Source: an optimization exercise on an open RTL-to-GDS flow (aim: small area and few clock cycles per item). Production flows keep margins and buffers that such runs may drop. The RTL was checked by simulation tests, not by an equivalence proof against the original design.

==> run P <==
Design sine_oscillator_sample_generator, start of the top module:
module sine_oscillator_sample_generator #(
    parameter int unsigned PHASE_BITS      = sosg_pkg::PHASE_BITS_DEF,
    parameter int unsigned TABLE_ADDR_BITS = sosg_pkg::TABLE_ADDR_BITS_DEF,
    parameter int unsigned SAMPLE_BITS     = sosg_pkg::SAMPLE_BITS_DEF
) (
    input  logic                                clk,
    input  logic                                rst_n,
    input  logic                                s_tvalid,
    output logic                                s_tready,
    input  logic [sosg_pkg::IN_DATA_BITS-1:0]   s_tdata,   
    input  logic                                s_tlast,
    output logic                                m_tvalid,
    input  logic                                m_tready,
    output logic [((SAMPLE_BITS+7)/8)*8-1:0]    m_tdata,   
    output logic                                m_tlast,
    input  logic                                psel,
    input  logic                                penable,
    input  logic                                pwrite,
    input  logic [sosg_pkg::APB_ADDR_BITS-1:0]  paddr,
    input  logic [sosg_pkg::APB_DATA_BITS-1:0]  pwdata,
    output logic [sosg_pkg::APB_DATA_BITS-1:0]  prdata,
    output logic                                pready
);
==> module sine_oscillator_sample_generator, before the edit <==
module sine_oscillator_sample_generator #(
    parameter int unsigned PHASE_BITS      = sosg_pkg::PHASE_BITS_DEF,
    parameter int unsigned TABLE_ADDR_BITS = sosg_pkg::TABLE_ADDR_BITS_DEF,
    parameter int unsigned SAMPLE_BITS     = sosg_pkg::SAMPLE_BITS_DEF
) (
    input  logic                                clk,
    input  logic                                rst_n,
    input  logic                                s_tvalid,
    output logic                                s_tready,
    input  logic [sosg_pkg::IN_DATA_BITS-1:0]   s_tdata,   
    input  logic                                s_tlast,
    output logic                                m_tvalid,
    input  logic                                m_tready,
    output logic [((SAMPLE_BITS+7)/8)*8-1:0]    m_tdata,   
    output logic                                m_tlast,
    input  logic                                psel,
    input  logic                                penable,
    input  logic                                pwrite,
    input  logic [sosg_pkg::APB_ADDR_BITS-1:0]  paddr,
    input  logic [sosg_pkg::APB_DATA_BITS-1:0]  pwdata,
    output logic [sosg_pkg::APB_DATA_BITS-1:0]  prdata,
    output logic                                pready
);
    logic [14:0] amplitude_reg;
    logic [31:0] phase_step_reg;
    logic        wr_en;
    logic        adv;
    logic        acc;
    logic        restart;
    logic [31:0] phase_reg;
    logic [31:0] phase_sum;
    logic [11:0] phase_top;
    logic [10:0] rom_addr;
    logic [9:0]  lower_set;
    logic [15:0] ent;
    logic [15:0] ent_reg;
    logic        neg1_reg;
    logic        last1_reg;
    logic        v1_reg;
    logic [14:0] prod;
    logic [14:0] mag;
    logic [14:0] mag_reg;
    logic        neg2_reg;
    logic        last2_reg;
    logic        v2_reg;
    assign pready = 1'b1;
    assign wr_en  = psel && penable && pwrite;
    always_ff @(posedge clk or negedge rst_n)
    begin
        if (!rst_n)
        begin
            amplitude_reg  <= sosg_pkg::AMP_RESET;
            phase_step_reg <= sosg_pkg::STEP_RESET;
        end
        else if (wr_en)
        begin
            if (paddr[2])
                phase_step_reg <= pwdata;
            else
                amplitude_reg  <= pwdata[14:0];
        end
    end
    assign prdata = paddr[2] ? phase_step_reg : {17'd0, amplitude_reg};
    assign adv      = !v2_reg || m_tready;
    assign s_tready = adv;
    assign acc      = s_tvalid && adv;
    assign restart  = s_tdata[0];
    sosg_add32 u_add (
        .a (phase_reg),
        .b (phase_step_reg),
        .s (phase_sum)
    );
    always_ff @(posedge clk or negedge rst_n)
    begin
        if (!rst_n)
            phase_reg <= '0;
        else if (acc)
            phase_reg <= restart ? phase_step_reg : phase_sum;
    end
    assign phase_top = phase_reg[31:20];
    assign lower_set[0] = 1'b0;
    genvar gi;
    generate
        for (gi = 1; gi < 10; gi++)
        begin : g_neg
            assign lower_set[gi] = lower_set[gi-1] | phase_top[gi-1];
        end
    endgenerate
    assign rom_addr = {phase_top[10] & !(lower_set[9] | phase_top[9]),
                       phase_top[9:0] ^ ({10{phase_top[10]}} & lower_set)};
    sosg_qrom u_qrom (
        .addr (rom_addr),
        .data (ent)
    );
    always_ff @(posedge clk or negedge rst_n)
    begin
        if (!rst_n)
        begin
            v1_reg <= 1'b0;
            v2_reg <= 1'b0;
        end
        else if (adv)
        begin
            v1_reg <= s_tvalid;
            v2_reg <= v1_reg;
        end
    end
    always_ff @(posedge clk)
    begin
        if (adv)
        begin
            ent_reg   <= restart ? 16'd0 : ent;
            neg1_reg  <= phase_top[11];
            last1_reg <= s_tlast;
            mag_reg   <= mag;
            neg2_reg  <= neg1_reg;
            last2_reg <= last1_reg;
        end
    end
    sosg_mul u_mul (
        .a (amplitude_reg),
        .b (ent_reg[14:0]),
        .p (prod)
    );
    assign mag = prod | (amplitude_reg & {15{ent_reg[15]}});
    assign m_tvalid = v2_reg;
    assign m_tdata  = neg2_reg ? (16'd0 - {1'b0, mag_reg}) : {1'b0, mag_reg};
    assign m_tlast  = last2_reg;
endmodule
==> flow/config.mk <==
export PLATFORM = sky130hd
export DESIGN_NAME = sine_oscillator_sample_generator
export DESIGN_NICKNAME = sine_oscillator_sample_generator
export VERILOG_FILES = /design/flow/design.v
export SDC_FILE = /design/flow/constraint.sdc
export NUM_CORES = 4
export LEC_CHECK = 0
export ABC_AREA = 1
export CAP_MARGIN = 20
export CORE_MARGIN = 2
export CORE_UTILIZATION = 40
export CTS_BUF_LIST = sky130_fd_sc_hd__clkbuf_4 sky130_fd_sc_hd__clkbuf_8
export GPL_TIMING_DRIVEN = 0
export SLEW_MARGIN = 20
export SYNTH_HIERARCHICAL = 1
export SYNTH_MEMORY_MAX_BITS = 65536
export SYNTH_MINIMUM_KEEP_SIZE = 0
==> flow/constraint.sdc <==
create_clock -name core_clock -period 7.5 [get_ports {clk}]
set_input_delay 1.5000 -clock core_clock [delete_from_list [all_inputs] [get_ports {clk}]]
set_output_delay 1.5000 -clock core_clock [all_outputs]
set_load 0.01 [all_outputs]
standard.sh (not shown) runs the stock make flow with config.mk's settings and CLKGATE_MAP_FILE= SYNTH_SCRIPT=/design/flow/synth_recipe.tcl, a recipe that flattens the netlist after the stock synthesis.
==> flow/flow/run.sh <==
#!/bin/bash
set -euo pipefail
export BUFFER_PORTS_ARGS="-buffer_cell sky130_fd_sc_hd__buf_1"
export CTS_ARGS="-sink_clustering_enable -repair_clock_nets -buf_list {sky130_fd_sc_hd__clkbuf_4 sky130_fd_sc_hd__clkbuf_8} -sink_clustering_size 30 -sink_clustering_max_diameter 80 -dont_use_dummy_load"
bash standard.sh > standard.log 2>&1
==> run Y (differences from run P) <==
--- a/flow/design.v
+++ b/flow/design.v
@@ -1242,7 +1242,6 @@
     logic [31:0] phase_sum;
     logic [11:0] phase_top;
     logic [10:0] rom_addr;
-    logic [9:0]  lower_set;
     logic [15:0] ent;
     logic [15:0] ent_reg;
     logic        neg1_reg;
@@ -1289,16 +1288,7 @@
             phase_reg <= restart ? phase_step_reg : phase_sum;
     end
     assign phase_top = phase_reg[31:20];
-    assign lower_set[0] = 1'b0;
-    genvar gi;
-    generate
-        for (gi = 1; gi < 10; gi++)
-        begin : g_neg
-            assign lower_set[gi] = lower_set[gi-1] | phase_top[gi-1];
-        end
-    endgenerate
-    assign rom_addr = {phase_top[10] & !(lower_set[9] | phase_top[9]),
-                       phase_top[9:0] ^ ({10{phase_top[10]}} & lower_set)};
+    assign rom_addr = phase_top[10] ? (11'd1024 - {1'b0, phase_top[9:0]}) : {1'b0, phase_top[9:0]};
     sosg_qrom u_qrom (
         .addr (rom_addr),
         .data (ent)
==> flow/flow/run.sh (replaced) <==
#!/bin/bash
set -euo pipefail
export REMOVE_ABC_BUFFERS=1
export BUFFER_PORTS_ARGS="-buffer_cell sky130_fd_sc_hd__buf_1"
export CTS_ARGS="-sink_clustering_enable -repair_clock_nets -buf_list {sky130_fd_sc_hd__clkbuf_4 sky130_fd_sc_hd__clkbuf_8} -sink_clustering_size 30 -sink_clustering_max_diameter 80 -dont_use_dummy_load"
bash standard.sh > standard.log 2>&1
CORE_UTILIZATION = 50   (was 40)
PLACE_DENSITY = 0.65   (was default)
SETUP_SLACK_MARGIN = 0.2   (was default)
==> qor summary <==
metric                                                                                                    run Y        run P
Peak per-stage delay on the critical path                                                               0.57 ns      0.54 ns
Worst-skew pair later-pin latency                                                                       0.45 ns      0.47 ns
Die Outline Area                                                                                    0.03549 mm2  0.04436 mm2
Post-DP Area                                                                                        0.01772 mm2  0.01817 mm2
Count of vias placed by the detailed router                                                               17060        17620
Multi-input logic cell count                                                                               1824         1805
Synthesized area per cell                                                                             7.163 um2    7.241 um2
Arithmetic-cell share of the synthesized area counting full adders, half adders and majority gates       23.53%       23.35%
Worst-case hold slack                                                                                 0.4238 ns    0.4249 ns
Outcome                                                                        no timing/DRC/antenna violations  no timing/DRC/antenna violations
Iteration-0 DRC count of the detailed router                                                               1941         1684
Basic-gate share of the synthesized area counting and, or, nand and nor cells                            23.39%       23.82%
Standard cell core area                                                                             0.03353 mm2  0.04204 mm2
Layout Nets                                                                                                2687         2763
Worst Slack Setup Final                                                                               0.5138 ns    0.4294 ns
Final std cells w/o fill                                                                                   2847         3016
Critical path buffer and inverter count                                                                       3            5
Tap cells                                                                                                   448          539
Via count of the first global-routing pass                                                                16680        17290
Distinct cells, synth                                                                                        58           60
Testbench counts of run P, summed over its fixed seeds: cycles 19,264, items 19,200.
Testbench counts of run Y, summed over its fixed seeds: cycles 19,264, items 19,200.

* * *

==> inputs of garnet <==
Another version of the RTL of sine_oscillator_sample_generator (not shown whole).
clock: 7.5 ns
lec_check: 0
abc_area: 1
cap_margin: 20
core_margin: 2
core_utilization: 40
cts_buf_list: sky130_fd_sc_hd__clkbuf_4 sky130_fd_sc_hd__clkbuf_8
gpl_timing_driven: 0
slew_margin: 20
synth_hierarchical: 1
synth_memory_max_bits: 65536
synth_minimum_keep_size: 0
run.sh (not shown) runs the stock make flow with config.mk's settings and CLKGATE_MAP_FILE= SYNTH_SCRIPT=/design/flow/synth_recipe.tcl, a recipe that flattens the netlist after the stock synthesis.
Stock flow here: none of the scripts above is used.
==> onyx: changes against garnet <==
==> flow/flow/run.sh (new file) <==
#!/bin/bash
set -euo pipefail
export BUFFER_PORTS_ARGS="-buffer_cell sky130_fd_sc_hd__buf_1"
export CTS_ARGS="-sink_clustering_enable -repair_clock_nets -buf_list {sky130_fd_sc_hd__clkbuf_4 sky130_fd_sc_hd__clkbuf_8} -sink_clustering_size 30 -sink_clustering_max_diameter 80 -dont_use_dummy_load"
bash standard.sh > standard.log 2>&1
==> flow/standard.sh (new file) <==
#!/bin/bash
# synth_recipe.tcl (not shown) runs the flow's synth.tcl, then flattens the netlist and writes it again
# the make line also repeats each setting of config.mk as NAME=value (left out here)
make -C /OpenROAD-flow-scripts/flow DESIGN_CONFIG=/design/flow/config.mk WORK_HOME=/design/flow/orfs CLKGATE_MAP_FILE= SYNTH_SCRIPT=/design/flow/synth_recipe.tcl "${@:-finish}"
removed: flow/run.sh
==> comparison <==
Of onyx and garnet, onyx has the higher sequential share of layout area (gap 0.59 points). Via count: onyx is higher than garnet (0.56%). Die area is the same in onyx and garnet. In area after synthesis, garnet and onyx do not differ. Of onyx and garnet, onyx has the higher non-clock buffer count (gap 5). Maximum frequency: garnet is higher than onyx (1.2%). Synthesized cell count is the same in garnet and onyx. Of onyx and garnet, garnet has the higher first-iteration DRC count (gap 16%, measured against garnet). Clock skew: onyx is higher than garnet (0.019 ns).
Testbench counts of garnet, summed over its fixed seeds: cycles 19,264, items 19,200.
Testbench counts of onyx, summed over its fixed seeds: cycles 19,264, items 19,200.

-- what the ideal ports hide --
In the flow no input, the clock included, has a driving cell. The finished layouts below were timed again as built, in two steps. Step 1: set_driving_cell puts a clkbuf_16 on clk and a buf_2 on each other input, an assumption about the parent block. Step 2 adds t to the input delays and takes it off the output delays; t is the mean of the earliest and latest rising clock arrival at the registers after step 1. Input paths then give back, and output paths get back, about the clock's delay inside the block. Slacks: ideal / step 1 / step 2; pairs: ideal / step 1.
| run | t (ns) | setup WS [ns] | hold slack, ns | latest minus earliest clock arrival (ns) | slew at the worst register clock pin (ns) |
|---|---|---|---|---|---|
| run P | 0.492 | 0.429 / 0.429 / 0.429 | 0.425 / 0.425 / 0.425 | 0.047 / 0.047 | 0.09 / 0.09 |
| run Y | 0.477 | 0.514 / 0.514 / 0.514 | 0.424 / 0.424 / 0.424 | 0.037 / 0.037 | 0.09 / 0.09 |
| garnet | 0.525 | 0.417 / 0.417 / 0.143 | 0.430 / 0.430 / 0.430 | 0.017 / 0.018 | 0.08 / 0.08 |
| onyx | 0.497 | 0.331 / 0.331 / 0.186 | 0.427 / 0.427 / 0.427 | 0.038 / 0.038 | 0.09 / 0.09 |
After both steps setup and hold are still met in every run listed. For garnet, which loses most, drivers alone change the setup slack by 0.000 ns; drivers and shift together by -0.274 ns.
